What follows belongs to an exercise in optimizing a design on an open flow for small area and a short achievable clock period; a production flow would make more cautious choices.
At most, simulation tests tie the RTL to the original design; equivalence was not proved.
Power is estimated from default activity; no workload was simulated.

== oak ==
## fixed_order_selector
module fixed_order_selector #(
  parameter int  SAMPLE_W   = 16,
  parameter int  BLOCK_SIZE = 4096,
  parameter int  MAX_ORDER  = 4,
  localparam int RES_W      = SAMPLE_W + MAX_ORDER,
  localparam int IDX_W      = $clog2(BLOCK_SIZE),
  localparam int SUM_W      = RES_W + IDX_W
) (
  input  logic                       iClock,
  input  logic                       iReset_n,
  input  logic                       iEnable,
  input  logic signed [SAMPLE_W-1:0] iSample,
  output logic [2:0]                 oBest,
  output logic [SUM_W-1:0]           oBestSum,
  output logic                       oValid,
  output logic                       oBlockStart
);
Settings: LEC_CHECK=0, CAP_MARGIN=20, CORE_MARGIN=2, CORE_UTILIZATION=70, CTS_BUF_LIST=sky130_fd_sc_hd__clkbuf_8, CTS_CLUSTER_DIAMETER=60, CTS_CLUSTER_SIZE=30, SLEW_MARGIN=80; clock period 11.0 ns.
standard.sh (not shown) runs the stock make flow with config.mk's settings and CLKGATE_MAP_FILE= SYNTH_SCRIPT=/design/flow/synth_recipe.tcl, a recipe that flattens the netlist after the stock synthesis.
==> flow/flow/run.sh <==
#!/bin/bash
set -euo pipefail
export BUFFER_PORTS_ARGS="-buffer_cell sky130_fd_sc_hd__buf_4"
bash standard.sh > standard.log 2>&1
For pine, these inputs were changed with respect to oak:
- CORE_UTILIZATION changed from 70 to 60
- SLEW_MARGIN changed from 80 to 60
--- outcome ---
pine finished end to end and its layout was clean on timing, DRC and antenna. Comparing oak and pine, the lower sequential share of cell area was measured on oak. pine reports a lower number of nets in the layout than oak does. Overall via count from detail_route went down by a few percent going from oak to pine.

== run A ==
Another version of the RTL of fixed_order_selector (not shown whole).
Size: ~2,000 cells after synthesis, roughly 390 flip-flops, roughly 56 I/O pins.
clock: 11.0 ns
lec_check: 0
cap_margin: 20
core_margin: 2
core_utilization: 60
cts_buf_list: sky130_fd_sc_hd__clkbuf_8 sky130_fd_sc_hd__clkbuf_16
cts_cluster_diameter: 80
cts_cluster_size: 40
slew_margin: 20
Scripts as last shown in full above: flow/flow/run.sh
--- input diff run A..run B ---
# run A
export LEC_CHECK = 0
export CAP_MARGIN = 20
export CORE_MARGIN = 2
export CORE_UTILIZATION = 60
export CTS_BUF_LIST = sky130_fd_sc_hd__clkbuf_8 sky130_fd_sc_hd__clkbuf_16
export CTS_CLUSTER_DIAMETER = 80
export CTS_CLUSTER_SIZE = 40
export SLEW_MARGIN = 20
create_clock -name core_clock -period 11.0 [get_ports {iClock}]
# run B
export LEC_CHECK = 0
export CAP_MARGIN = 20
export CORE_MARGIN = 2
export CORE_UTILIZATION = 60
export CTS_BUF_LIST = sky130_fd_sc_hd__clkbuf_8
export CTS_CLUSTER_DIAMETER = 60
export CTS_CLUSTER_SIZE = 30
export SLEW_MARGIN = 60
create_clock -name core_clock -period 11.0 [get_ports {iClock}]
Results
Run A completed; timing, DRC and antenna clean
Run B finished end to end and its layout was clean on timing, DRC and antenna.
Share of the final layout cell area in multi-input gates of run A is on par with run B.
Compared with run A, in run B share of the core filled with cells went up 0.31 points; via count of the first global-routing pass went up 180.
On count of clock-buffer cells in the layout: run B sits above run A.
Diff run A -> run B | global-route usage | increase of 0.42 points
Function was not checked in any run of this note: the RTL went through the layout flow alone.

Another version of the RTL of fixed_order_selector (not shown whole).
For scale: ~1,900 cells after synthesis, roughly 56 I/O pins, ~19,000 µm² of cells after synthesis.
clock: 11.0 ns
lec_check: 0
cap_margin: 20
core_margin: 2
core_utilization: 60
place_density: 0.85
slew_margin: 60
==> flow/flow/run.sh <==
#!/bin/bash
set -euo pipefail
export BUFFER_PORTS_ARGS="-buffer_cell sky130_fd_sc_hd__buf_4"
export CTS_ARGS="-sink_clustering_enable -repair_clock_nets -sink_clustering_size 24 -sink_clustering_max_diameter 45 -buf_list sky130_fd_sc_hd__clkbuf_8 -root_buf sky130_fd_sc_hd__clkbuf_16 -dont_use_dummy_load"
bash standard.sh > standard.log 2>&1
==> next run, changes <==
--- a/flow/config.mk
+++ b/flow/config.mk
@@ -8,5 +8,5 @@
 export CAP_MARGIN = 20
 export CORE_MARGIN = 2
-export CORE_UTILIZATION = 60
-export PLACE_DENSITY = 0.85
+export CORE_UTILIZATION = 45
+export PLACE_DENSITY = 0.75
 export SLEW_MARGIN = 60
Result:
- worst setup slack got worse by 0.056 ns
- hold slack improved by 0.038 ns
- area after synthesis is unchanged
- first-iteration DRC count goes down by a few percent
- critical path depth does not change
- fmax decreases slightly
- final area increases slightly
- wire length rises slightly

before:
fixed_order_selector, a different RTL version from the one above (not shown whole).
Size: about 56 I/O pins.
export LEC_CHECK = 0
export CAP_MARGIN = 20
export CORE_MARGIN = 2
export CORE_UTILIZATION = 60
export SLEW_MARGIN = 60
create_clock -name core_clock -period 11.0 [get_ports {iClock}]
==> flow/flow/run.sh <==
#!/bin/bash
set -euo pipefail
export BUFFER_PORTS_ARGS="-buffer_cell sky130_fd_sc_hd__buf_4"
export CTS_ARGS="-sink_clustering_enable -repair_clock_nets -sink_clustering_size 50 -sink_clustering_max_diameter 80 -buf_list sky130_fd_sc_hd__clkbuf_16 -root_buf sky130_fd_sc_hd__clkbuf_16 -dont_use_dummy_load"
bash standard.sh > standard.log 2>&1
Modified inputs, after compared to before
==> flow/flow/run.sh <==
#!/bin/bash
set -euo pipefail
export BUFFER_PORTS_ARGS="-buffer_cell sky130_fd_sc_hd__buf_4"
export CTS_ARGS="-sink_clustering_enable -repair_clock_nets -sink_clustering_size 24 -sink_clustering_max_diameter 45 -buf_list sky130_fd_sc_hd__clkbuf_8 -root_buf sky130_fd_sc_hd__clkbuf_16 -dont_use_dummy_load"
bash standard.sh > standard.log 2>&1
==> notes.md <==
- after: full flow OK, the timing, DRC and antenna checks passed
- | power density over the cells | lower: before |
- When after is measured against before, its utilization turns out 0.71 points higher.
- [compare] base=before new=after: met1 wire length level; number of buffers created by CTS moved up.
- Layout-stage area growth over the synthesis result came out higher on after than on before.
- Against before as the reference, after delivers a lower relative contribution of sequential cells to total power.
- Reported for after and before, final setup TNS turned out identical to the last digit.
- Delta(final area, after - before) > 0
- From before to after the numbers moved as follows: worst hold slack did not really move; final cycle utilization of the critical path level; required time at the endpoint of the critical path did not really move.
No run of this note included a check of the RTL's function; only the layout flow was run.

old:
Another version of the RTL of fixed_order_selector (not shown whole).
Size: ~390 flip-flops, ~56 I/O pins.
// fixed_order_selector
module fixed_order_selector #(
  parameter int  SAMPLE_W   = 16,
  parameter int  BLOCK_SIZE = 4096,
  parameter int  MAX_ORDER  = 4,
  localparam int RES_W      = SAMPLE_W + MAX_ORDER,
  localparam int IDX_W      = $clog2(BLOCK_SIZE),
  localparam int SUM_W      = RES_W + IDX_W
) (
  input  logic                       iClock,
  input  logic                       iReset_n,
  input  logic                       iEnable,
  input  logic signed [SAMPLE_W-1:0] iSample,
  output logic [2:0]                 oBest,
  output logic [SUM_W-1:0]           oBestSum,
  output logic                       oValid,
  output logic                       oBlockStart
);
clock: 11.0 ns
lec_check: 0
cap_margin: 20
core_margin: 2
core_utilization: 60
slew_margin: 70
==> flow/flow/run.sh <==
#!/bin/bash
set -euo pipefail
export BUFFER_PORTS_ARGS="-buffer_cell sky130_fd_sc_hd__buf_4"
export CTS_ARGS="-sink_clustering_enable -repair_clock_nets -sink_clustering_size 24 -sink_clustering_max_diameter 45 -sink_clustering_levels 1 -buf_list sky130_fd_sc_hd__clkbuf_8 -root_buf sky130_fd_sc_hd__clkbuf_16 -dont_use_dummy_load"
bash standard.sh > standard.log 2>&1
The inputs of new differ from those of old as listed below.
# old
export LEC_CHECK = 0
export CAP_MARGIN = 20
export CORE_MARGIN = 2
export CORE_UTILIZATION = 60
export SLEW_MARGIN = 70
create_clock -name core_clock -period 11.0 [get_ports {iClock}]
# new
export LEC_CHECK = 0
export CAP_MARGIN = 20
export CORE_MARGIN = 2
export CORE_UTILIZATION = 60
export SLEW_MARGIN = 60
create_clock -name core_clock -period 11.0 [get_ports {iClock}]
==> flow/flow/run.sh <==
#!/bin/bash
set -euo pipefail
export BUFFER_PORTS_ARGS="-buffer_cell sky130_fd_sc_hd__buf_4"
export CTS_ARGS="-sink_clustering_enable -repair_clock_nets -sink_clustering_size 24 -sink_clustering_max_diameter 45 -buf_list sky130_fd_sc_hd__clkbuf_8 -root_buf sky130_fd_sc_hd__clkbuf_16 -dont_use_dummy_load"
bash standard.sh > standard.log 2>&1
## What came out
In the metrics for old and new, the one carrying the higher critical path depth is new.
Comparing old and new, the lower clock power was measured on old.
Going from old to new, routed via count divided by cell count grows by 0.32%.
In terms of final-layout clock-cell area share, new and old differ only marginally.
Critical path endpoint = oBestSum[3]: old; critical path endpoint = best[17]: new
The fraction of layout instances using a drive strength above 1 reported for new is smaller than that of old by 1.4 points.
When new is measured against old, its final critical delay including setup and external delays turns out 0.13 ns higher.
Ratio of total power to cell area (new vs. old) increases slightly
new vs old — share of the clock period used by the worst path rose 1.2 points.
Taking old as the reference, in new maximum resistive drop on vdd moved down; worst path setup slack after routing moved down.
Function was not checked in any run of this note: the RTL went through the layout flow alone.

Another version of the RTL of fixed_order_selector (not shown whole).
Size: roughly 2000 cells after synthesis, roughly 400 flip-flops, roughly 56 I/O pins, ~0.020 mm² of cells after synthesis.
==> flow/config.mk <==
export PLATFORM = sky130hd
export DESIGN_NAME = fixed_order_selector
export DESIGN_NICKNAME = fixed_order_selector
export VERILOG_FILES = /design/flow/design.v
export SDC_FILE = /design/flow/constraint.sdc
export NUM_CORES = 4
export LEC_CHECK = 0
export CAP_MARGIN = 20
export CORE_MARGIN = 2
export CORE_UTILIZATION = 60
export CTS_BUF_LIST = sky130_fd_sc_hd__clkbuf_16
export CTS_CLUSTER_DIAMETER = 45
export CTS_CLUSTER_SIZE = 24
export SLEW_MARGIN = 60
==> flow/constraint.sdc <==
create_clock -name core_clock -period 11.0 [get_ports {iClock}]
set_input_delay 2.2000 -clock core_clock [delete_from_list [all_inputs] [get_ports {iClock}]]
set_output_delay 2.2000 -clock core_clock [all_outputs]
set_load 0.01 [all_outputs]
==> flow/flow/run.sh <==
#!/bin/bash
set -euo pipefail
export BUFFER_PORTS_ARGS="-buffer_cell sky130_fd_sc_hd__buf_4"
bash standard.sh > standard.log 2>&1
Then changed:
==> flow/flow/run.sh (replaced) <==
#!/bin/bash
set -euo pipefail
export BUFFER_PORTS_ARGS="-buffer_cell sky130_fd_sc_hd__buf_4"
export CTS_ARGS="-sink_clustering_enable -repair_clock_nets -sink_clustering_size 24 -sink_clustering_max_diameter 45 -buf_list sky130_fd_sc_hd__clkbuf_8 -root_buf sky130_fd_sc_hd__clkbuf_16 -dont_use_dummy_load"
bash standard.sh > standard.log 2>&1
--- a/flow/config.mk
+++ b/flow/config.mk
@@ -10,5 +10,2 @@
 export CORE_UTILIZATION = 60
-export CTS_BUF_LIST = sky130_fd_sc_hd__clkbuf_16
-export CTS_CLUSTER_DIAMETER = 45
-export CTS_CLUSTER_SIZE = 24
 export SLEW_MARGIN = 60
Outcome:
- via count came out lower slightly
- power drops by roughly a tenth
- combinational power stays flat
- routed wire length shrinks slightly
- final cell count drops slightly
- clock skew goes up by 23 ps
- global-route usage fell by 0.44 points
- worst setup slack is better by 30 ps
- clock power drops by well over a third
- cell area falls by a few percent
Function was not checked in any run of this note: the RTL went through the layout flow alone.

== JK ==
fixed_order_selector, a different RTL version from the one above (not shown whole).
Size: ~380 flip-flops, ~21000 um2 of cells after synthesis.
==> flow/config.mk <==
export PLATFORM = sky130hd
export DESIGN_NAME = fixed_order_selector
export DESIGN_NICKNAME = fixed_order_selector
export VERILOG_FILES = /design/flow/design.v
export SDC_FILE = /design/flow/constraint.sdc
export NUM_CORES = 4
export LEC_CHECK = 0
export CAP_MARGIN = 20
export CORE_MARGIN = 2
export CORE_UTILIZATION = 60
export CTS_BUF_LIST = sky130_fd_sc_hd__clkbuf_4 sky130_fd_sc_hd__clkbuf_8
export SLEW_MARGIN = 20
==> flow/constraint.sdc <==
create_clock -name core_clock -period 11.0 [get_ports {iClock}]
set_input_delay 2.2000 -clock core_clock [delete_from_list [all_inputs] [get_ports {iClock}]]
set_output_delay 2.2000 -clock core_clock [all_outputs]
set_load 0.01 [all_outputs]
run.sh (not shown) runs the stock make flow with config.mk's settings and CLKGATE_MAP_FILE= SYNTH_SCRIPT=/design/flow/synth_recipe.tcl, a recipe that flattens the netlist after the stock synthesis.
Stock flow here: none of the scripts above is used.
The flow did not stop early for JK: all stages ran, and the layout cleared the timing, DRC and antenna checks.
[inputs] MS vs JK
==> flow/flow/run.sh (new file) <==
#!/bin/bash
set -euo pipefail
export BUFFER_PORTS_ARGS="-buffer_cell sky130_fd_sc_hd__buf_4"
bash standard.sh > standard.log 2>&1
==> flow/standard.sh (new file) <==
#!/bin/bash
# synth_recipe.tcl (not shown) runs the flow's synth.tcl, then flattens the netlist and writes it again
# the make line also repeats each setting of config.mk as NAME=value (left out here)
make -C /OpenROAD-flow-scripts/flow DESIGN_CONFIG=/design/flow/config.mk WORK_HOME=/design/flow/orfs CLKGATE_MAP_FILE= SYNTH_SCRIPT=/design/flow/synth_recipe.tcl "${@:-finish}"
removed: flow/run.sh
[summary]
JK has lower met1 layer wirelength in the final routing than MS.
Compared with JK, MS ends up with less cell area.
In the reports for MS and JK, the smaller met1 demand-to-capacity share in global routing belongs to JK.
Diff JK -> MS: detailed-route wire length higher, global-route wire length before repair higher.
No run of this note included a check of the RTL's function; only the layout flow was run.

port drivers added, routing unchanged:
The results above use ideal ports. As a check the final layouts listed here were re-extracted and re-timed, cells and wires unchanged. Step 1 sets driving cells, clkbuf_16 on the clock port and buf_2 on the other inputs (assumed; they add their load-dependent delay and slew). Step 2 times the ports against the registers' clock, not the clock port: input delays grow and output delays shrink by t, the midpoint of the rising clock arrivals with the driver on. a / b / c = no drivers / after step 1 / after step 2; a / b = the first two.
run | shift t [ns] | setup WS [ns] | clock arrival spread, ns | cell pins on the clock port's net
oak | 0.672 | 7.484 / 7.436 / 7.532 | 0.032 / 0.033 | 1
pine | 0.600 | 7.550 / 7.500 / 7.498 | 0.025 / 0.024 | 1
run A | 0.594 | 7.414 / 7.414 / 7.414 | 0.030 / 0.030 | 1
run B | 0.597 | 7.556 / 7.507 / 7.494 | 0.019 / 0.018 | 1
the first run of note 3 | 0.541 | 7.744 / 7.692 / 7.594 | 0.072 / 0.071 | 1
the second run of note 3 | 0.541 | 7.688 / 7.633 / 7.622 | 0.085 / 0.085 | 1
before | 0.572 | 7.338 / 7.338 / 7.338 | 0.033 / 0.033 | 1
after | 0.567 | 7.325 / 7.325 / 7.325 | 0.063 / 0.063 | 1
old | 0.547 | 7.680 / 7.625 / 7.699 | 0.064 / 0.064 | 1
new | 0.560 | 7.550 / 7.550 / 7.550 | 0.070 / 0.069 | 1
the first run of note 6 | 0.597 | 7.703 / 7.649 / 7.401 | 0.017 / 0.017 | 1
the second run of note 6 | 0.554 | 7.733 / 7.679 / 7.437 | 0.052 / 0.052 | 1
JK | 0.651 | 7.051 / 7.051 / 6.969 | 0.039 / 0.038 | 1
MS | 0.648 | 7.087 / 7.087 / 7.087 | 0.036 / 0.036 | 1
After both steps every run listed still meets setup and hold. The setup slack of the first run of note 6, which loses most, moves by -0.054 ns with the drivers and by -0.302 ns with both steps.
